Source: an optimization exercise on an open RTL-to-GDS flow (aim: small area, a short achievable clock period and few clock cycles per item). Production flows keep margins and buffers that such runs may drop.
Only simulation tests tie the RTL to the original design; equivalence was not proved.

==> flow/design.v <==
package aes_pkg;
    localparam int AES_NB_BYTE  = 8;
    localparam int AES_NB_STATE = 128;
endpackage
module inv_byte_substitution_algorithm (input logic [7:0] i_byte, output logic [7:0] o_byte);
    logic t0, t1, t2, t3, t4, t5, t6, t7, t8, t9, t10, t11, t12, t13, t14, t15, t16, t17, t18, t19, t20, t21, t22, t23, t24, t25, t26, t27, t28, t29, t30, t31, t32, t33, t34, t35, t36, t37, t38, t52, t53, t54, t55, t56, t57, t58, t59, t60, t61, t62, t63, t64, t65, t66, t67, t68, t69, t70, t71, t72, t73, t74, t84, t85, t86, t87, t88, t89, t90, t91, t92, t93, t94, t95, t96, t97, t98, t99, t100, t101, t102, t103, t104, t105, t106, t107, t108, t109, t110, t111, t112, t113, t114, t115, t116, t117, t118, t119, t120, t121, t122, t123, t124, t125, t126, t127, t128, t129, t130, t131, t132, t133, t134, t135, t136;
    logic [8:0] blk_o;
    logic [3:0] blk_i;
    logic b_00_, b_01_, b_02_, b_03_, b_04_, b_05_, b_06_, b_07_, b_08_, b_09_, b_10_, b_11_, b_12_, b_13_, b_14_, b_15_, b_16_, b_17_, b_18_, b_19_, b_20_, b_21_, b_22_, b_23_, b_24_, b_25_, b_26_, b_27_, b_28_, b_29_, b_30_, b_31_, b_32_, b_33_, b_34_, b_35_, b_36_, b_37_, b_38_;
    isb_xnor2 u0 (.a(i_byte[1]), .b(i_byte[2]), .y(t0));
    isb_xor2 u1 (.a(i_byte[6]), .b(i_byte[7]), .y(t1));
    isb_xor2 u2 (.a(i_byte[0]), .b(i_byte[5]), .y(t2));
    isb_xor2 u3 (.a(i_byte[4]), .b(t0), .y(t3));
    isb_xor2 u4 (.a(i_byte[3]), .b(i_byte[5]), .y(t4));
    isb_xnor2 u5 (.a(i_byte[0]), .b(i_byte[3]), .y(t5));
    isb_xnor2 u6 (.a(i_byte[0]), .b(i_byte[4]), .y(t6));
    isb_xor2 u7 (.a(t0), .b(t2), .y(t7));
    isb_xor2 u8 (.a(t0), .b(t5), .y(t8));
    isb_xor2 u9 (.a(i_byte[2]), .b(t1), .y(t9));
    isb_xor2 u10 (.a(i_byte[4]), .b(i_byte[6]), .y(t10));
    isb_xor2 u11 (.a(i_byte[0]), .b(i_byte[7]), .y(t11));
    isb_xnor2 u12 (.a(i_byte[4]), .b(t4), .y(t12));
    isb_xnor2 u13 (.a(t0), .b(t1), .y(t13));
    isb_xnor2 u14 (.a(t1), .b(t8), .y(t14));
    isb_xnor2 u15 (.a(t10), .b(t2), .y(t15));
    isb_xnor2 u16 (.a(i_byte[6]), .b(t5), .y(t16));
    isb_xor2 u17 (.a(i_byte[7]), .b(t2), .y(t17));
    isb_xor2 u18 (.a(t3), .b(t17), .y(t18));
    isb_xor2 u19 (.a(t1), .b(t2), .y(t19));
    isb_xnor2 u20 (.a(t3), .b(t19), .y(t20));
    isb_xnor2 u21 (.a(i_byte[0]), .b(t3), .y(t21));
    isb_xnor2 u22 (.a(i_byte[1]), .b(t2), .y(t22));
    isb_xor2 u23 (.a(i_byte[2]), .b(i_byte[4]), .y(t23));
    isb_xnor2 u24 (.a(i_byte[5]), .b(t23), .y(t24));
    isb_xnor2 u25 (.a(i_byte[1]), .b(t6), .y(t25));
    isb_xnor2 u26 (.a(t1), .b(t6), .y(t26));
    isb_xor2 u27 (.a(i_byte[3]), .b(t1), .y(t27));
    isb_xnor2 u28 (.a(t3), .b(t27), .y(t28));
    isb_xor2 u29 (.a(i_byte[1]), .b(t10), .y(t29));
    isb_xnor2 u30 (.a(i_byte[1]), .b(t12), .y(t30));
    isb_xor2 u31 (.a(i_byte[6]), .b(t4), .y(t31));
    isb_xor2 u32 (.a(i_byte[1]), .b(t11), .y(t32));
    isb_xor2 u33 (.a(i_byte[5]), .b(t9), .y(t33));
    isb_xnor2 u34 (.a(i_byte[6]), .b(t7), .y(t34));
    isb_xor2 u35 (.a(i_byte[0]), .b(t9), .y(t35));
    isb_xor2 u36 (.a(t4), .b(t3), .y(t36));
    isb_xor2 u37 (.a(i_byte[3]), .b(i_byte[6]), .y(t37));
    isb_xor2 u38 (.a(t37), .b(t3), .y(t38));
    isb_nand2 u39 (.a(t13), .b(t21), .y(t52));
    isb_nand2 u40 (.a(t14), .b(t6), .y(t53));
    isb_nand2 u41 (.a(t5), .b(t0), .y(t54));
    isb_nand2 u42 (.a(t15), .b(t22), .y(t55));
    isb_nand2b u43 (.a_n(i_byte[1]), .b(t12), .y(t56));
    isb_nand2 u44 (.a(t16), .b(t2), .y(t57));
    isb_nand2 u45 (.a(t18), .b(t24), .y(t58));
    isb_nand2 u46 (.a(t20), .b(t25), .y(t59));
    isb_nand2b u47 (.a_n(i_byte[6]), .b(t7), .y(t60));
    isb_xor2 u48 (.a(t56), .b(t57), .y(t61));
    isb_xor2 u49 (.a(t55), .b(t56), .y(t62));
    isb_xor2 u50 (.a(t11), .b(t54), .y(t63));
    isb_xor2 u51 (.a(t63), .b(t53), .y(t64));
    isb_xnor2 u52 (.a(t62), .b(t64), .y(t65));
    isb_xor2 u53 (.a(t54), .b(t35), .y(t66));
    isb_xor2 u54 (.a(t52), .b(t61), .y(t67));
    isb_xor2 u55 (.a(t66), .b(t67), .y(t68));
    isb_xor2 u56 (.a(t36), .b(t58), .y(t69));
    isb_xor2 u57 (.a(t59), .b(t62), .y(t70));
    isb_xnor2 u58 (.a(t69), .b(t70), .y(t71));
    isb_xor2 u59 (.a(t60), .b(t38), .y(t72));
    isb_xor2 u60 (.a(t59), .b(t61), .y(t73));
    isb_xnor2 u61 (.a(t72), .b(t73), .y(t74));
    assign blk_i = {t74, t71, t68, t65};
    isb_clkinv_1 u62 (.A(blk_i[1]), .Y(b_00_));
    isb_nand2_1 u63 (.A(blk_i[2]), .B(blk_i[0]), .Y(b_01_));
    isb_nand2_1 u64 (.A(b_01_), .B(blk_i[1]), .Y(b_02_));
    isb_nand2_1 u65 (.A(b_02_), .B(blk_i[0]), .Y(b_03_));
    isb_clkinv_1 u66 (.A(blk_i[3]), .Y(b_04_));
    isb_clkinv_1 u67 (.A(blk_i[2]), .Y(b_05_));
    isb_o21ai_0 u68 (.A1(blk_i[1]), .A2(b_05_), .B1(blk_i[0]), .Y(b_06_));
    isb_nand2_1 u69 (.A(b_06_), .B(b_04_), .Y(b_07_));
    isb_o21ai_0 u70 (.A1(b_00_), .A2(b_07_), .B1(b_03_), .Y(blk_o[7]));
    isb_clkinv_1 u71 (.A(blk_i[0]), .Y(b_08_));
    isb_nand2_1 u72 (.A(b_01_), .B(blk_i[3]), .Y(b_09_));
    isb_o21a_1 u73 (.A1(blk_i[1]), .A2(b_09_), .B1(b_07_), .X(blk_o[8]));
    isb_o21ai_0 u74 (.A1(b_08_), .A2(blk_o[8]), .B1(b_02_), .Y(blk_o[6]));
    isb_a21oi_1 u75 (.A1(b_05_), .A2(b_04_), .B1(b_08_), .Y(b_10_));
    isb_nor2_1 u76 (.A(b_05_), .B(b_00_), .Y(b_11_));
    isb_nor2_1 u77 (.A(blk_i[0]), .B(b_11_), .Y(b_12_));
    isb_o22ai_1 u78 (.A1(blk_i[1]), .A2(b_04_), .B1(b_10_), .B2(b_12_), .Y(blk_o[5]));
    isb_o22ai_1 u79 (.A1(b_05_), .A2(blk_i[1]), .B1(b_04_), .B2(b_12_), .Y(blk_o[1]));
    isb_xnor2_1 u80 (.A(b_09_), .B(b_11_), .Y(blk_o[2]));
    isb_nand2_1 u81 (.A(blk_o[2]), .B(blk_o[1]), .Y(b_13_));
    isb_o21ai_0 u82 (.A1(blk_i[2]), .A2(blk_i[3]), .B1(b_13_), .Y(b_14_));
    isb_xnor2_1 u83 (.A(blk_o[6]), .B(b_14_), .Y(blk_o[3]));
    isb_xor2_1 u84 (.A(blk_o[5]), .B(blk_o[3]), .X(blk_o[4]));
    isb_clkinv_1 u85 (.A(b_14_), .Y(blk_o[0]));
    isb_nand2 u86 (.a(t13), .b(blk_o[0]), .y(t84));
    isb_nand2 u87 (.a(t14), .b(blk_o[1]), .y(t85));
    isb_nand2 u88 (.a(t5), .b(blk_o[2]), .y(t86));
    isb_nand2 u89 (.a(t15), .b(blk_o[3]), .y(t87));
    isb_nand2 u90 (.a(t12), .b(blk_o[4]), .y(t88));
    isb_nand2 u91 (.a(t16), .b(blk_o[5]), .y(t89));
    isb_nand2 u92 (.a(t18), .b(blk_o[6]), .y(t90));
    isb_nand2 u93 (.a(t20), .b(blk_o[7]), .y(t91));
    isb_nand2b u94 (.a_n(i_byte[6]), .b(blk_o[8]), .y(t92));
    isb_nand2 u95 (.a(t26), .b(blk_o[0]), .y(t93));
    isb_nand2 u96 (.a(t28), .b(blk_o[1]), .y(t94));
    isb_nand2 u97 (.a(t8), .b(blk_o[2]), .y(t95));
    isb_nand2 u98 (.a(t29), .b(blk_o[3]), .y(t96));
    isb_nand2 u99 (.a(t30), .b(blk_o[4]), .y(t97));
    isb_nand2 u100 (.a(t31), .b(blk_o[5]), .y(t98));
    isb_nand2 u101 (.a(t32), .b(blk_o[6]), .y(t99));
    isb_nand2 u102 (.a(t33), .b(blk_o[7]), .y(t100));
    isb_nand2 u103 (.a(t34), .b(blk_o[8]), .y(t101));
    isb_xor2 u104 (.a(t84), .b(t95), .y(t102));
    isb_xor2 u105 (.a(t86), .b(t102), .y(t103));
    isb_xor2 u106 (.a(t92), .b(t103), .y(t104));
    isb_xor2 u107 (.a(t96), .b(t99), .y(t105));
    isb_xor2 u108 (.a(t93), .b(t97), .y(t106));
    isb_xor2 u109 (.a(t87), .b(t88), .y(t107));
    isb_xor2 u110 (.a(t105), .b(t106), .y(t108));
    isb_xor2 u111 (.a(t98), .b(t106), .y(t109));
    isb_xor2 u112 (.a(t105), .b(t107), .y(t110));
    isb_xor2 u113 (.a(t91), .b(t94), .y(t111));
    isb_xor2 u114 (.a(t99), .b(t100), .y(t112));
    isb_xor2 u115 (.a(t111), .b(t112), .y(t113));
    isb_xor2 u116 (.a(t113), .b(t104), .y(t114));
    isb_xor2 u117 (.a(t84), .b(t85), .y(t115));
    isb_xor2 u118 (.a(t87), .b(t89), .y(t116));
    isb_xor2 u119 (.a(t115), .b(t116), .y(t117));
    isb_xor2 u120 (.a(t91), .b(t101), .y(t118));
    isb_xor2 u121 (.a(t118), .b(t108), .y(t119));
    isb_xor2 u122 (.a(t104), .b(t119), .y(t120));
    isb_xor2 u123 (.a(t95), .b(t101), .y(t121));
    isb_xor2 u124 (.a(t121), .b(t108), .y(t122));
    isb_xor2 u125 (.a(t90), .b(t93), .y(t123));
    isb_xor2 u126 (.a(t98), .b(t100), .y(t124));
    isb_xor2 u127 (.a(t123), .b(t124), .y(t125));
    isb_xor2 u128 (.a(t110), .b(t125), .y(t126));
    isb_xor2 u129 (.a(t104), .b(t126), .y(t127));
    isb_xor2 u130 (.a(t91), .b(t109), .y(t128));
    isb_xor2 u131 (.a(t104), .b(t128), .y(t129));
    isb_xor2 u132 (.a(t85), .b(t86), .y(t130));
    isb_xor2 u133 (.a(t97), .b(t100), .y(t131));
    isb_xor2 u134 (.a(t130), .b(t131), .y(t132));
    isb_xor2 u135 (.a(t110), .b(t132), .y(t133));
    isb_xor2 u136 (.a(t88), .b(t89), .y(t134));
    isb_xor2 u137 (.a(t134), .b(t103), .y(t135));
    isb_xor2 u138 (.a(t109), .b(t135), .y(t136));
    assign o_byte[0] = t114;
    assign o_byte[1] = t117;
    assign o_byte[2] = t120;
    assign o_byte[3] = t122;
    assign o_byte[4] = t127;
    assign o_byte[5] = t129;
    assign o_byte[6] = t133;
    assign o_byte[7] = t136;
endmodule
module isb_xor2 (input logic a, input logic b, output logic y);
    assign y = a ^ b;
endmodule
module isb_xnor2 (input logic a, input logic b, output logic y);
    assign y = ~(a ^ b);
endmodule
module isb_nand2 (input logic a, input logic b, output logic y);
    assign y = ~(a & b);
endmodule
module isb_nand2b (input logic a_n, input logic b, output logic y);
    assign y = ~(~a_n & b);
endmodule
module isb_a21oi_1 (input logic A1, input logic A2, input logic B1, output logic Y);
    assign Y = (~A1&~B1) | (~A2&~B1);
endmodule
module isb_clkinv_1 (input logic A, output logic Y);
    assign Y = (~A);
endmodule
module isb_nand2_1 (input logic A, input logic B, output logic Y);
    assign Y = (~A) | (~B);
endmodule
module isb_nor2_1 (input logic A, input logic B, output logic Y);
    assign Y = (~A&~B);
endmodule
module isb_o21a_1 (input logic A1, input logic A2, input logic B1, output logic X);
    assign X = (A1&B1) | (A2&B1);
endmodule
module isb_o21ai_0 (input logic A1, input logic A2, input logic B1, output logic Y);
    assign Y = (~A1&~A2) | (~B1);
endmodule
module isb_o22ai_1 (input logic A1, input logic A2, input logic B1, input logic B2, output logic Y);
    assign Y = (~B1&~B2) | (~A1&~A2);
endmodule
module isb_xnor2_1 (input logic A, input logic B, output logic Y);
    assign Y = (~A&~B) | (A&B);
endmodule
module isb_xor2_1 (input logic A, input logic B, output logic X);
    assign X = (A&~B) | (~A&B);
endmodule
import aes_pkg::*;
module inv_byte_substitution_state (
    input  logic           i_clock,
    input  logic           i_reset,
    input  logic [127:0]   i_state,
    input  logic           i_valid,
    output logic           o_ready,
    output logic [127:0]   o_state,
    output logic           o_valid,
    input  logic           i_ready
);
    logic vout_q, va_q, vs_q, ready_q;
    logic lo, la, acc;
    assign acc = i_valid & ready_q;
    assign lo  = ~vout_q | i_ready;    
    assign la  = ~va_q | lo;           
    for (genvar k = 0; k < 16; k++) begin : g_lane
        inv_byte_lane u_lane (
            .i_clock (i_clock),
            .i_byte  (i_state[8*k +: 8]),
            .i_ready (i_ready),
            .i_vout  (vout_q),
            .i_va    (va_q),
            .i_vs    (vs_q),
            .o_byte  (o_state[8*k +: 8])
        );
    end
    always_ff @(posedge i_clock) begin
        if (i_reset) begin
            vout_q  <= 1'b0;
            va_q    <= 1'b0;
            vs_q    <= 1'b0;
            ready_q <= 1'b1;
        end else begin
            if (lo) vout_q <= va_q;
            if (la) begin
                va_q    <= vs_q | acc;
                vs_q    <= vs_q & acc;
                ready_q <= ~(vs_q & acc);
            end else begin
                vs_q    <= vs_q | acc;
                ready_q <= ~(vs_q | acc);
            end
        end
    end
    assign o_ready = ready_q;
    assign o_valid = vout_q;
endmodule
module inv_byte_lane (
    input  logic       i_clock,
    input  logic [7:0] i_byte,
    input  logic       i_ready,
    input  logic       i_vout,
    input  logic       i_va,
    input  logic       i_vs,
    output logic [7:0] o_byte
);
    logic [7:0] a_q, s_q, out_q, sb;
    logic       lo, la, ls;
    assign lo = ~i_vout | i_ready;
    assign la = ~i_va | lo;
    assign ls = ~i_vs | la;
    inv_byte_substitution_algorithm u_alg (
        .i_byte (a_q),
        .o_byte (sb)
    );
    always_ff @(posedge i_clock) begin
        if (lo) out_q <= sb;
        if (la) a_q   <= i_vs ? s_q : i_byte;
        if (ls) s_q   <= i_byte;
    end
    assign o_byte = out_q;
endmodule
==> flow/flow/run.sh <==
#!/bin/bash
# The standard layout, with plain buf_2 cells as the port buffers instead of the delay
# buffer that buffer_ports picks by default. Everything else is the standard flow.
set -euo pipefail
bash standard.sh "BUFFER_PORTS_ARGS=-buffer_cell sky130_fd_sc_hd__buf_2" finish > standard_flow.log 2>&1
==> flow/standard.sh <==
#!/bin/bash
# synth_recipe.tcl (not shown) runs the flow's synth.tcl, then flattens the netlist and writes it again
# the make line also repeats each setting of config.mk as NAME=value (left out here)
make -C /OpenROAD-flow-scripts/flow DESIGN_CONFIG=/design/flow/config.mk WORK_HOME=/design/flow/orfs CLKGATE_MAP_FILE= SYNTH_SCRIPT=/design/flow/synth_recipe.tcl "${@:-finish}"
==> flow/config.mk <==
export PLATFORM = sky130hd
export DESIGN_NAME = inv_byte_substitution_state
export DESIGN_NICKNAME = inv_byte_substitution_state
export VERILOG_FILES = /design/flow/design.v
export SDC_FILE = /design/flow/constraint.sdc
export NUM_CORES = 4
export LEC_CHECK = 0
export CAP_MARGIN = 20
export CORE_MARGIN = 2
export CORE_UTILIZATION = 40
export SLEW_MARGIN = 20
export SYNTH_HIERARCHICAL = 1
==> flow/constraint.sdc <==
create_clock -name core_clock -period 16.0 [get_ports {i_clock}]
set_input_delay 3.2000 -clock core_clock [delete_from_list [all_inputs] [get_ports {i_clock}]]
set_output_delay 3.2000 -clock core_clock [all_outputs]
set_load 0.01 [all_outputs]
==> results of run 1 <==
## cell usage in the layout, fill, tap and decap left out, types with 5 or more instances in the layout
master	netlist	layout
o22ai_1	32	32
edfxtp_1	384	384
clkinv_1	0	7
nand2b_1	64	64
o21ai_1	64	64
buf_4	128	5
nand3b_1	16	16
nand4b_1	16	16
clkbuf_16	0	49
xor2_1	1104	1104
nor2_1	34	34
inv_1	81	81
o21a_1	16	16
xnor2_1	352	352
nand2_1	481	481
clkinv_2	0	11
buf_2	0	261
mux2_4	128	128
a21oi_2	16	16
clkbuf_1	0	10
## modules after synthesis, one instance, submodules excluded, a selection
| module | flops+latches | times used |
|---|---|---|
| inv_byte_lane | 24 | 16 |
| isb_nand2 | 0 | 384 |
| isb_o21a_1 | 0 | 16 |
| isb_xor2_1 | 0 | 16 |
| isb_xnor2_1 | 0 | 32 |
| isb_xnor2 | 0 | 320 |
| inv_byte_substitution_state | 4 | 1 |
| isb_nand2b | 0 | 48 |
| isb_a21oi_1 | 0 | 16 |
| isb_nand2_1 | 0 | 96 |
| isb_xor2 | 0 | 1088 |
| inv_byte_substitution_algorithm | 0 | 16 |
| isb_clkinv_1 | 0 | 80 |
| isb_o22ai_1 | 0 | 32 |
## tightest hold or removal path, cell delays in order (launching register included)
cell	delay (ps)
dfxtp_1	340
o211ai_2	90
a21oi_1	60
## metrics by stage
stage          hold WS (ps)  instances
2_1_floorplan         522.5       2942
3_3_place_gp          508.7       4104
3_5_place_dp          506.5       4104
4_1_cts               519.9       4190
5_1_grt               550.0       4191
6_report              521.4       4193
## cell families after synthesis
family                    Yosys count  share of synthesized area
DFF                               388                     0.3727
AOI/OAI and AO/OA                 133                    0.02627
muxes                             128                    0.06169
buffers and inverters             225                    0.04639
xor gates and xnor gates         1456                     0.4094
and+or+nand+nor                   612                    0.08358
## registers in the layout, summed over array words and instances (netlist names)
name,flops
g_lane.u_lane.a_q,128
g_lane.u_lane.out_q,128
va_q,1
vout_q,1
g_lane.u_lane.s_q,128
ready_q,1
vs_q,1
## per-layer routing
metal	part of all wire	vias to the layer above	GRT usage
met4	0.027	6	0.04550
met5	0.00065	-	0
li1	-	9787	-
met1	0.45	8560	0.1917
met3	0.047	86	0.03172
met2	0.47	277	0.2573
## final timing paths
kind	start	to	slack (ps)
min reg2reg	ready_q	vs_q	520
min	ready_q	vs_q	520
max	g_lane[4].u_lane.a_q[1]	g_lane[4].u_lane.out_q[2]	10840
max reg2reg	g_lane[4].u_lane.a_q[1]	g_lane[4].u_lane.out_q[2]	10840
## final cells by class
cell class,instances,area [um2]
repair buffers,266,1344
fillers,7418,43180
diodes,3,7.507
flip-flops and latches,388,11620
clock buffers,59,1264
inverters,81,304.0
well taps,1040,1301
multi-input cells,2329,18100
clock inverters,27,220.2
==> results.py, run 1 <==
metrics = {
    "grt": {
        "grt_max_degree": 56,
        "track_usage": 0.1510,
        "grt_remaining_overflow": 0,
        "grt_pass1_vias": 19080,
        "grt_pass1_wl_mm": 99.22,
        "grt_antenna_before_repair": 4,
    },
    "timing": {
        "slew_headroom": 0.3240,
        "max_slew.worst_pin.slew_ps": 1014,
        "hold_viol": 0,
        "layout_setup_ws_ps": 10840,
        "slew_violations": 0,
        "fin_skew_ps": 18.26,
        "fin_setup_tns_ps": 0,
        "min_period_ps": 5164,
        "setup_viol": 0,
        "fmax_ghz": 0.1936,
        "finalCritPeriodShare": 0.3228,
        "rsz0062_at_grt": "false",
    },
    "job": {
        "drv_cap": 0,
    },
    "routing": {
        "num_vias": 18720,
        "firstDrtPassIters": 5,
        "drc": 0,
        "wl_per_cell_um": 14.59,
        "drt_iter0_drc": 843,
        "ant_nets": 0,
        "routed_wirelength_mm": 61.16,
        "via_per_inst": 4.464,
    },
    "clock_network": {
        "cts_tree": "yes",
        "hold_buffers": 0,
        "ctsResizeCount": 0,
        "clockRootBuffer": "clkbuf_16",
        "clockBufferDepth": 3,
        "clock_latency_ps": 570,
        "cts_buffers": 47,
        "cts_setup_buffers": 0,
        "htreeDepth": 2,
        "cts.clk_slew.worst_paths_ps": 60,
        "clkSinkCount": 388,
    },
    "floorplan": {
        "die_h_um": 283.1,
        "die_area_mm2": 0.08013,
        "ios": 262,
        "chipWidth_um": 283.1,
        "coreArea_mm2": 0.07734,
        "start_util": 0.4028,
        "rows": 102,
    },
    "placement": {
        "dp_hpwl_mm": 48.43,
        "gp_congestion": 0.8460,
        "io_buffers": 261,
        "post-place-ws_ps": 10850,
        "place_area_mm2": 0.03267,
    },
    "critical_path": {
        "end_kind": "flop",
        "cp-start-kind": "flop",
        "cp.depth": 19,
        "path_class": "reg2reg",
        "slowest_delay_ps": 610,
        "path_cells": "xnor2_1, xor2_1, xnor2_1, nand2_1, xor2_1, xor2_1, inv_1, nor2_1, nor2_1, o22ai_1, nand2_1, o21ai_1, xnor2_1, xor2_1, nand2_1, xor2_1, xor2_1, xor2_1, xor2_1",
        "reg2reg_depth": 19,
        "critPathArrivalTime_ps": 5460,
        "critPathSlowestCell": "xor2_1",
        "cpMostUsedCell": "xor2_1",
        "cpLargestDelayFamily": "XOR/XNOR gates",
        "required_ps": 16300,
        "cp_max_fo": 7,
        "path_buf_inv": 1,
    },
    "synthesis": {
        "synth.avg_cell_area_um2": 10.59,
        "synth_top_area_cell": "edfxtp_1",
        "synth.area.top_cells": "edfxtp_1, xor2_1, xnor2_1",
        "yosysSeqAreaShare": 0.3727,
        "synth_cell_types": 22,
        "synthMostInstantiatedCell": "xor2_1",
        "synthFlopType": "edfxtp_1",
        "ys_ff_latch": 388,
        "synthArstFlopShare": 0,
        "synth_area_mm2": 0.03115,
        "synth_edf_count": 384,
        "syn_nets": 3074,
        "synth_cells": 2942,
        "yosys_warnings": 8,
        "synth_top_area_frac": 0.3702,
        "synthTopCellsByCount": "xor2_1, nand2_1, edfxtp_1, xnor2_1",
    },
    "min_path": {
        "hold_path.class": "reg2reg",
        "hold_path_depth": 2,
    },
    "run_status": {
        "outcome": "no timing/DRC/antenna violations",
    },
    "finish": {
        "fin_util": 0.4416,
        "drive_gt1_frac": 0.1537,
        "finalInstanceArea_mm2": 0.03416,
        "nNetsFinal": 3245,
        "syn_to_final_growth_pct": 9.643,
    },
}
Testbench counts, summed over its fixed seeds: cycles 1,616, items 1,600.
==> run 2: changes to the inputs <==
==> flow/flow/run.sh (replaced) <==
#!/bin/bash
# The standard layout, with plain buf_2 cells as the port buffers instead of the delay
# buffer that buffer_ports picks by default. Everything else is the standard flow.
set -euo pipefail
bash standard.sh "BUFFER_PORTS_ARGS=-buffer_cell sky130_fd_sc_hd__buf_2" SETUP_SLACK_MARGIN=11.0 finish > standard_flow.log 2>&1
==> results.py, run 2 <==
metrics = {
    "run_status": {
        "outcome": "no timing/DRC/antenna violations",
    },
    "clock_network": {
        "clkSinkCount": 388,
        "hold_buffers": 0,
        "cts.clk_slew.worst_paths_ps": 60,
        "htreeDepth": 2,
        "clock_latency_ps": 570,
        "cts_buffers": 47,
        "clockBufferDepth": 3,
        "clockRootBuffer": "clkbuf_16",
        "cts_tree": "yes",
    },
    "timing": {
        "fmax_ghz": 0.2136,
        "fin_setup_tns_ps": 0,
        "slew_headroom": 0.3213,
        "min_period_ps": 4683,
        "rsz0062_at_grt": "false",
        "slew_violations": 0,
        "setup_viol": 0,
        "fin_skew_ps": 17.21,
        "holdWs_ps": 520.3,
        "max_slew.worst_pin.slew_ps": 1018,
        "layout_setup_ws_ps": 11320,
        "hold_viol": 0,
        "finalCritPeriodShare": 0.2927,
    },
    "critical_path": {
        "critPathArrivalTime_ps": 4970,
        "required_ps": 16290,
        "cp-start-kind": "flop",
        "path_class": "reg2reg",
        "end_kind": "flop",
        "cp_max_fo": 6,
    },
    "grt": {
        "grt_pass1_wl_mm": 99.39,
        "grt_antenna_before_repair": 4,
        "track_usage": 0.1512,
        "grt_pass1_vias": 19120,
        "grt_remaining_overflow": 0,
        "grt_max_degree": 56,
    },
    "synthesis": {
        "synth_top_area_frac": 0.3702,
        "yosysSeqAreaShare": 0.3727,
        "synth.area.top_cells": "edfxtp_1, xor2_1, xnor2_1",
        "synth_top_area_cell": "edfxtp_1",
        "synth_cell_types": 22,
        "yosys_warnings": 8,
        "synthMostInstantiatedCell": "xor2_1",
        "synthArstFlopShare": 0,
        "syn_nets": 3074,
        "synthFlopType": "edfxtp_1",
        "synthTopCellsByCount": "xor2_1, nand2_1, edfxtp_1, xnor2_1",
        "synth_edf_count": 384,
        "synth.avg_cell_area_um2": 10.59,
        "synth_cells": 2942,
        "ys_ff_latch": 388,
        "synth_area_mm2": 0.03115,
    },
    "routing": {
        "num_vias": 18940,
        "ant_nets": 0,
        "firstDrtPassIters": 7,
        "drc": 0,
        "routed_wirelength_mm": 62.25,
        "via_per_inst": 4.469,
        "drt_iter0_drc": 761,
        "wl_per_cell_um": 14.69,
    },
    "finish": {
        "drive_gt1_frac": 0.2041,
        "finalInstanceArea_mm2": 0.03581,
        "final_cell_mix": "xor2_1, nand2_1, edfxtp_1",
        "fin_util": 0.4630,
        "nNetsFinal": 3290,
        "syn_to_final_growth_pct": 14.95,
        "layout_commonest_cell": "xor2_1",
        "fill_cells": 7248,
        "largestRegisters": "g_lane.u_lane.a_q: 128 flops, g_lane.u_lane.out_q: 128 flops, g_lane.u_lane.s_q: 128 flops",
    },
    "min_path": {
        "hold_path.class": "reg2reg",
    },
    "placement": {
        "io_buffers": 261,
        "place_area_mm2": 0.03267,
        "gp_congestion": 0.8460,
        "dp_hpwl_mm": 48.43,
        "post-place-ws_ps": 10850,
    },
    "floorplan": {
        "rows": 102,
        "coreArea_mm2": 0.07734,
        "die_area_mm2": 0.08013,
        "die_h_um": 283.1,
        "chipWidth_um": 283.1,
        "ios": 262,
        "start_util": 0.4028,
    },
    "job": {
        "drv_cap": 0,
    },
}
==> run 2: logic make-up (layout without fill, tap and decap cells) <==
| logic type | count (synthesis) | in the layout | share of synthesized area |
|---|---|---|---|
| flip-flops | 388 | 388 | 0.3727 |
| AO/OA/AOI/OAI | 133 | 133 | 0.02627 |
| other | 0 | 3 | 0 |
| AND/OR/NAND/NOR | 612 | 612 | 0.08358 |
| buffers and inverters | 225 | 478 | 0.04639 |
| XOR/XNOR | 1456 | 1456 | 0.4094 |
| multiplexers | 128 | 128 | 0.06169 |
==> run 2: timing repair <==
action / CTS / global route
setup buffers: 0 / 45
endpoints found under the setup margin: 20 / 111
pin swaps: 0 / 13
resized for setup: 11 / 147
==> run 2: Yosys stat by module, one instance, submodules excluded, a selection <==
module / cells / times used / area [um2] / flops+latches
isb_o21a_1: 1 / 16 / 7.507 / 0
isb_xnor2: 1 / 320 / 8.758 / 0
isb_o22ai_1: 1 / 32 / 6.256 / 0
isb_nand2_1: 1 / 96 / 3.754 / 0
isb_xor2: 1 / 1088 / 8.758 / 0
isb_nand2b: 1 / 48 / 6.256 / 0
==> run 2: worst paths after layout <==
path                            startpoint                    endpoint  slack, ps  cells past startpoint
setup / recovery  g_lane[14].u_lane.a_q[5]  g_lane[14].u_lane.out_q[2]      11320                     19
hold / removal                     ready_q                        vs_q        520                      2
setup reg to reg  g_lane[14].u_lane.a_q[5]  g_lane[14].u_lane.out_q[2]      11320                     19
hold reg to reg                    ready_q                        vs_q        520                      2
==> run 2: metal layers <==
metal | vias to the layer above | track usage | routed length, um
met2 | 268 | 0.2580 | 30320
met5 | - | 0 | 40
li1 | 9820 | - | -
met1 | 8762 | 0.1919 | 27470
met3 | 84 | 0.03172 | 2808
met4 | 6 | 0.04550 | 1611
==> run 2: per-stage QoR <==
step,instances
floorplan,2942
global placement,4104
detailed placement,4104
CTS,4190
global route,4236
finish,4238
==> run 2: layout make-up <==
cell class / count / area, um2 / share of cell area
multi-input combinational: 2329 / 19410 / 0.5421
inverter: 81 / 304.0 / 0.008490
timing repair buffer: 311 / 1682 / 0.04696
clock inverter: 27 / 220.2 / 0.006149
clock buffer: 59 / 1264 / 0.03529
antenna: 3 / 7.507 / 0.0002096
sequential: 388 / 11620 / 0.3245
tap: 1040 / 1301 / 0.03634
==> run 2: worst max-delay path, stage by stage (launching register included) <==
cell and delay, ps:
edfxtp_1 520, xor2_2 260, xnor2_1 340, nand2b_1 160, xor2_1 300, xor2_1 290, xor2_2 300, inv_1 100
nor2_1 170, nor2_1 90, o22ai_1 290, nand2_1 80, o21ai_1 130, xnor2_1 200, xor2_1 210, nand2_1 120
xor2_1 260, xor2_1 280, xor2_1 200, xor2_1 80
==> run 3: changes to the inputs <==
==> flow/flow/run.sh (replaced) <==
#!/bin/bash
# The standard layout, with plain buf_2 cells as the port buffers instead of the delay
# buffer that buffer_ports picks by default. Everything else is the standard flow.
set -euo pipefail
bash standard.sh "BUFFER_PORTS_ARGS=-buffer_cell sky130_fd_sc_hd__buf_2" SETUP_SLACK_MARGIN=11.6 finish > standard_flow.log 2>&1
==> results.py, run 3 <==
metrics = {
    "run_status": {
        "outcome": "no timing/DRC/antenna violations",
    },
    "timing": {
        "rsz0062_at_grt": "true",
        "min_period_ps": 4441,
        "hold_viol": 0,
        "slew_violations": 0,
        "fmax_ghz": 0.2252,
        "fin_skew_ps": 14.79,
        "finalCritPeriodShare": 0.2775,
        "slew_headroom": 0.4200,
        "max_slew.worst_pin.slew_ps": 870.0,
        "fin_setup_tns_ps": 0,
        "layout_setup_ws_ps": 11560,
        "setup_viol": 0,
    },
    "synthesis": {
        "synth_top_area_cell": "edfxtp_1",
        "syn_nets": 3074,
        "synth_area_mm2": 0.03115,
        "yosysSeqAreaShare": 0.3727,
        "synth.avg_cell_area_um2": 10.59,
        "synthArstFlopShare": 0,
        "yosys_warnings": 8,
        "synth_cells": 2942,
        "synth_edf_count": 384,
        "synth_top_area_frac": 0.3702,
        "synthMostInstantiatedCell": "xor2_1",
        "synthFlopType": "edfxtp_1",
        "synth.area.top_cells": "edfxtp_1, xor2_1, xnor2_1",
        "synth_cell_types": 22,
        "ys_ff_latch": 388,
        "synthTopCellsByCount": "xor2_1, nand2_1, edfxtp_1, xnor2_1",
    },
    "placement": {
        "gp_congestion": 0.8553,
        "post-place-ws_ps": 11140,
        "io_buffers": 261,
        "dp_hpwl_mm": 48.80,
    },
    "critical_path": {
        "rrSetupSlack_ps": 11740,
        "path_buf_inv": 1,
        "critPathArrivalTime_ps": 1240,
        "cp.depth": 1,
        "cpLargestDelayFamily": "flip-flops",
        "required_ps": 12800,
        "slowest_delay_ps": 480,
        "path_class": "reg2out",
        "path_cells": "buf_2",
        "end_kind": "output pin",
        "critPathSlowestCell": "edfxtp_1",
        "reg2reg_depth": 20,
        "cp_max_fo": 1,
        "cp-start-kind": "flop",
    },
    "clock_network": {
        "clockBufferDepth": 3,
        "cts.clk_slew.worst_paths_ps": 60,
        "htreeDepth": 2,
        "clockRootBuffer": "clkbuf_16",
        "cts_buffers": 48,
        "clock_latency_ps": 580,
        "clkSinkCount": 388,
        "cts_tree": "yes",
    },
    "finish": {
        "final_cell_mix": "xor2_1, nand2_1, buf_4",
        "nNetsFinal": 3666,
        "drive_gt1_frac": 0.3741,
        "largestRegisters": "g_lane.u_lane.a_q: 128 flops, g_lane.u_lane.out_q: 128 flops, g_lane.u_lane.s_q: 128 flops",
        "fill_cells": 6621,
        "layout_commonest_cell": "xor2_1",
        "syn_to_final_growth_pct": 32.20,
    },
    "routing": {
        "via_per_inst": 4.506,
        "wl_per_cell_um": 15.44,
        "num_vias": 20810,
        "firstDrtPassIters": 5,
        "ant_nets": 0,
        "drc": 0,
        "routed_wirelength_mm": 71.30,
        "drt_iter0_drc": 1030,
    },
    "grt": {
        "grt_pass1_wl_mm": 106.4,
        "grt_remaining_overflow": 0,
        "grt_antenna_before_repair": 13,
        "track_usage": 0.1626,
        "grt_max_degree": 51,
        "grt_pass1_vias": 20420,
    },
    "floorplan": {
        "chipWidth_um": 283.1,
        "rows": 102,
        "start_util": 0.4028,
        "coreArea_mm2": 0.07734,
        "die_h_um": 283.1,
        "die_area_mm2": 0.08013,
        "ios": 262,
    },
    "min_path": {
        "hold_path_depth": 2,
        "hold_path.class": "reg2reg",
    },
    "job": {
        "drv_cap": 0,
    },
}
run 3: layer usage:
metal	routed length, um	track usage	share of wire	up-vias
met3	2837	0.02778	0.040	110
li1	-	-	-	10460
met1	30240	0.2076	0.42	9858
met5	57	0	0.00080	-
met4	1548	0.03968	0.022	8
met2	36610	0.2854	0.51	373
run 3: path summary, 6_finish.rpt:
kind | startpoint | endpoint
max | g_lane[10].u_lane.out_q[6] | o_state[86]
min reg2reg | ready_q | vs_q
min | ready_q | vs_q
max reg2reg | g_lane[5].u_lane.a_q[3] | g_lane[5].u_lane.out_q[2]
run 3: timing repair:
| item | 4_1_cts | 5_1_grt |
|---|---|---|
| gates resized for setup | 187 | 291 |
| hold buffers | 0 | 0 |
| pin swaps | 76 | 196 |
| hold endpoints to repair | 0 | 0 |
| endpoints found under the setup margin | 118 | 116 |
| setup buffers | 179 | 240 |
run 3: stage by stage:
step | area [um2] | cells | utilization | hold WS, ps
5_1_grt | 41180 | 4617 | 0.5325 | 547.2
6_report | 41180 | 4619 | 0.5325 | 510.5
3_5_place_dp | 32910 | 4105 | 0.4256 | 507.7
3_3_place_gp | 32910 | 4105 | 0.4256 | 507.9
2_1_floorplan | 31390 | 2942 | - | 522.5
4_1_cts | 37490 | 4374 | 0.4847 | 519.4
run 3: area by class of cell:
type / instances / area [um2] / area share
Clock inverter: 39 / 322.8 / 0.007838
Multi-Input combinational cell: 2329 / 21830 / 0.5300
Sequential cell: 388 / 11620 / 0.2821
Timing Repair Buffer: 686 / 4551 / 0.1105
Clock buffer: 51 / 1244 / 0.03020
Antenna cell: 5 / 12.51 / 0.0003038
Tap cell: 1040 / 1301 / 0.03160
Inverter: 81 / 304.0 / 0.007382
run 3: cell families (layout without fill, tap and decap cells):
| family | after synthesis | count (layout) | share of synthesized area |
|---|---|---|---|
| AOI/OAI and AO/OA | 133 | 133 | 0.02627 |
| xor gates and xnor gates | 1456 | 1456 | 0.4094 |
| buffers and inverters | 225 | 857 | 0.04639 |
| DFF | 388 | 388 | 0.3727 |
| muxes | 128 | 128 | 0.06169 |
| other | 0 | 5 | 0 |
| and+or+nand+nor | 612 | 612 | 0.08358 |
run 3: worst reg2reg max path, cell delays in order (launching register included):
cell and delay [ps]:
edfxtp_1 500, buf_4 200, xnor2_4 230, xnor2_2 160, nand2_1 110, xor2_2 210
xor2_2 200, xor2_2 290, inv_1 120, nor2_2 160, nor2_1 90, o22ai_2 230
nand2_1 90, o21ai_2 100, xnor2_2 160, xor2_1 210, nand2_1 140, xor2_2 200
xor2_2 210, xor2_1 190, xor2_1 160
run 3: modules after synthesis, one instance, submodules excluded, a selection:
module	times used	cells inside	cell area (um2)	flip-flops and latches
inv_byte_substitution_state	1	14	142.6	4
isb_xor2_1	16	1	8.758	0
isb_a21oi_1	16	1	8.758	0
isb_xnor2_1	32	1	8.758	0
isb_xnor2	320	1	8.758	0
isb_xor2	1088	1	8.758	0
isb_nand2_1	96	1	3.754	0
isb_nand2	384	1	3.754	0
==> run 4: changes to the inputs <==
==> flow/run.sh (new file) <==
#!/bin/bash
# synth_recipe.tcl (not shown) runs the flow's synth.tcl, then flattens the netlist and writes it again
# the make line also repeats each setting of config.mk as NAME=value (left out here)
make -C /OpenROAD-flow-scripts/flow DESIGN_CONFIG=/design/flow/config.mk WORK_HOME=/design/flow/orfs CLKGATE_MAP_FILE= SYNTH_SCRIPT=/design/flow/synth_recipe.tcl finish
removed: flow/flow/run.sh
removed: flow/standard.sh
==> results.py, run 4 <==
metrics = {
    "run_status": {
        "outcome": "no timing/DRC/antenna violations",
    },
    "synthesis": {
        "synthFlopType": "edfxtp_1",
        "synthTopCellsByCount": "xor2_1, nand2_1, edfxtp_1, xnor2_1",
        "syn_nets": 3074,
        "synthMostInstantiatedCell": "xor2_1",
        "synthArstFlopShare": 0,
        "yosysSeqAreaShare": 0.3727,
        "yosys_warnings": 8,
        "synth.avg_cell_area_um2": 10.59,
        "synth_top_area_cell": "edfxtp_1",
        "synth_top_area_frac": 0.3702,
        "synth_edf_count": 384,
        "synth_area_mm2": 0.03115,
        "synth_cells": 2942,
        "synth_cell_types": 22,
        "synth.area.top_cells": "edfxtp_1, xor2_1, xnor2_1",
        "ys_ff_latch": 388,
    },
    "placement": {
        "gp_congestion": 0.9097,
        "io_buffers": 261,
        "place_area_mm2": 0.03396,
        "dp_hpwl_mm": 50.73,
    },
    "timing": {
        "setup_viol": 0,
        "max_slew.worst_pin.slew_ps": 1009,
        "slew_headroom": 0.3273,
        "fin_setup_tns_ps": 0,
        "finalCritPeriodShare": 0.3398,
        "hold_viol": 0,
        "min_period_ps": 5437,
        "holdWs_ps": 529.3,
        "slew_violations": 0,
        "fin_skew_ps": 16.11,
        "fmax_ghz": 0.1839,
        "rsz0062_at_grt": "false",
    },
    "finish": {
        "finalInstanceArea_mm2": 0.03558,
        "final_cell_mix": "xor2_1, nand2_1, edfxtp_1",
        "largestRegisters": "g_lane.u_lane.a_q: 128 flops, g_lane.u_lane.out_q: 128 flops, g_lane.u_lane.s_q: 128 flops",
        "drive_gt1_frac": 0.07181,
        "syn_to_final_growth_pct": 14.22,
        "nNetsFinal": 3244,
        "layout_commonest_cell": "xor2_1",
    },
    "min_path": {
        "hold_path.class": "reg2reg",
    },
    "critical_path": {
        "path_cells": "clkdlybuf4s50_1",
        "path_buf_inv": 1,
        "path_class": "reg2out",
        "end_kind": "output pin",
        "slowest_delay_ps": 970,
        "required_ps": 12800,
        "cp-start-kind": "flop",
        "cpLargestDelayFamily": "flip-flops",
        "critPathArrivalTime_ps": 2240,
        "critPathSlowestCell": "dfxtp_4",
        "cp_max_fo": 51,
    },
    "grt": {
        "track_usage": 0.1589,
        "grt_remaining_overflow": 0,
        "grt_pass1_vias": 20180,
        "grt_antenna_before_repair": 2,
        "grt_max_degree": 55,
        "grt_pass1_wl_mm": 105.2,
    },
    "routing": {
        "routed_wirelength_mm": 64.61,
        "ant_nets": 0,
        "wl_per_cell_um": 15.42,
        "num_vias": 19350,
        "via_per_inst": 4.618,
        "firstDrtPassIters": 6,
        "drc": 0,
        "drt_iter0_drc": 993,
    },
    "clock_network": {
        "cts_buffers": 47,
        "htreeDepth": 2,
        "clkSinkCount": 388,
        "hold_buffers": 0,
        "cts.clk_slew.worst_paths_ps": 60,
        "ctsResizeCount": 0,
        "cts_tree": "yes",
        "clock_latency_ps": 570,
        "clockRootBuffer": "clkbuf_16",
        "cts_setup_buffers": 0,
        "clockBufferDepth": 3,
    },
    "floorplan": {
        "start_util": 0.4028,
        "chipWidth_um": 283.1,
        "rows": 102,
        "die_h_um": 283.1,
        "ios": 262,
        "die_area_mm2": 0.08013,
        "coreArea_mm2": 0.07734,
    },
    "job": {
        "drv_cap": 0,
    },
}
run 4: cell counts after synthesis:
No cell type changed its count.
run 4: final cells by class:
| cell class | count | area [um2] |
|---|---|---|
| Clock buffer | 63 | 1319 |
| Antenna cell | 2 | 5.005 |
| Sequential cell | 388 | 11620 |
| Tap cell | 1040 | 1301 |
| Inverter | 81 | 304.0 |
| Fill cell | 7222 | 41760 |
| Clock inverter | 21 | 299.0 |
| Multi-Input combinational cell | 2329 | 18100 |
| Timing Repair Buffer | 265 | 2638 |
run 4: stage by stage:
step	setup slack [ps]	utilization	std cells
CTS	10470	0.4600	4187
global route	10230	0.4601	4189
detailed placement	10730	0.4391	4103
global placement	10790	0.4391	4103
floorplan	11450	-	2942
finish	10560	0.4601	4189
run 4: path summary, 6_finish.rpt:
path	start	to	slack, ps	cells past startpoint
worst max-delay path	vout_q	o_valid	10560	1
worst min register to register	ready_q	vs_q	530	2
worst max register to register	g_lane[11].u_lane.a_q[1]	g_lane[11].u_lane.out_q[2]	10700	19
worst min-delay path	ready_q	vs_q	530	2
run 4: modules after synthesis, one instance, submodules excluded, excerpt:
module                           cell area [um2]  copies in the design  cells inside
isb_nand2_1                                3.754                    96             1
isb_nor2_1                                 3.754                    32             1
inv_byte_substitution_algorithm            60.06                    16             8
isb_xor2_1                                 8.758                    16             1
isb_o21ai_0                                5.005                    64             1
isb_o22ai_1                                6.256                    32             1
isb_xnor2_1                                8.758                    32             1
isb_nand2b                                 6.256                    48             1
isb_a21oi_1                                8.758                    16             1
isb_o21a_1                                 7.507                    16             1
run 4: routing by layer:
| metal | share of wire | GRT usage | wire length (um) | vias to the layer above |
|---|---|---|---|---|
| met5 | 0 | 0 | 0 | - |
| met4 | 0.025 | 0.04696 | 1626 | 0 |
| met3 | 0.046 | 0.02947 | 2950 | 92 |
| met2 | 0.50 | 0.2817 | 32010 | 363 |
| met1 | 0.43 | 0.1957 | 28020 | 9104 |
| li1 | - | - | - | 9786 |
run 4: kinds of logic after synthesis:
family,count (synthesis),synth area share
xor+xnor,1456,0.4094
simple gates,612,0.08358
flops,388,0.3727
buf+inv,225,0.04639
compound gates,133,0.02627
mux,128,0.06169

[re-timing with driven ports]
How much do the figures lean on ideal ports? The routed layouts below were timed once more, with nothing changed but the port constraints.
Step 1 (the two cells are an assumption about what drives the block):
set clk [get_ports {i_clock}]
set_driving_cell -lib_cell sky130_fd_sc_hd__clkbuf_16 $clk
set_driving_cell -lib_cell sky130_fd_sc_hd__buf_2 [delete_from_list [all_inputs] $clk]
Step 2 moves the port delays by t, midway between the first and last clock arrival at a register: inputs arrive t later, outputs are due t later. That takes back most of the time a late clock gives input paths.
Three values: no drivers, after step 1, after step 2; two values: the first two.
| run | shift t [ns] | slack for setup (ns) | worst setup path at the end | slew at the worst register clock pin (ns) | worst data-port slew with drivers (ns) |
|---|---|---|---|---|---|
| run 1 | 0.627 | 10.836 / 10.836 / 10.836 | register to register | 0.06 / 0.06 | 0.08 |
| run 2 | 0.627 | 11.317 / 11.313 / 11.195 | input to register | 0.06 / 0.06 | 0.09 |
| run 3 | 0.640 | 11.559 / 11.496 / 11.243 | input to register | 0.06 / 0.06 | 0.13 |
| run 4 | 0.628 | 10.563 / 10.500 / 10.704 | register to register | 0.06 / 0.06 | 0.11 |
After both steps every run listed still meets setup and hold. The setup slack of run 3, which loses most, moves by -0.063 ns with the drivers and by -0.316 ns with both steps.
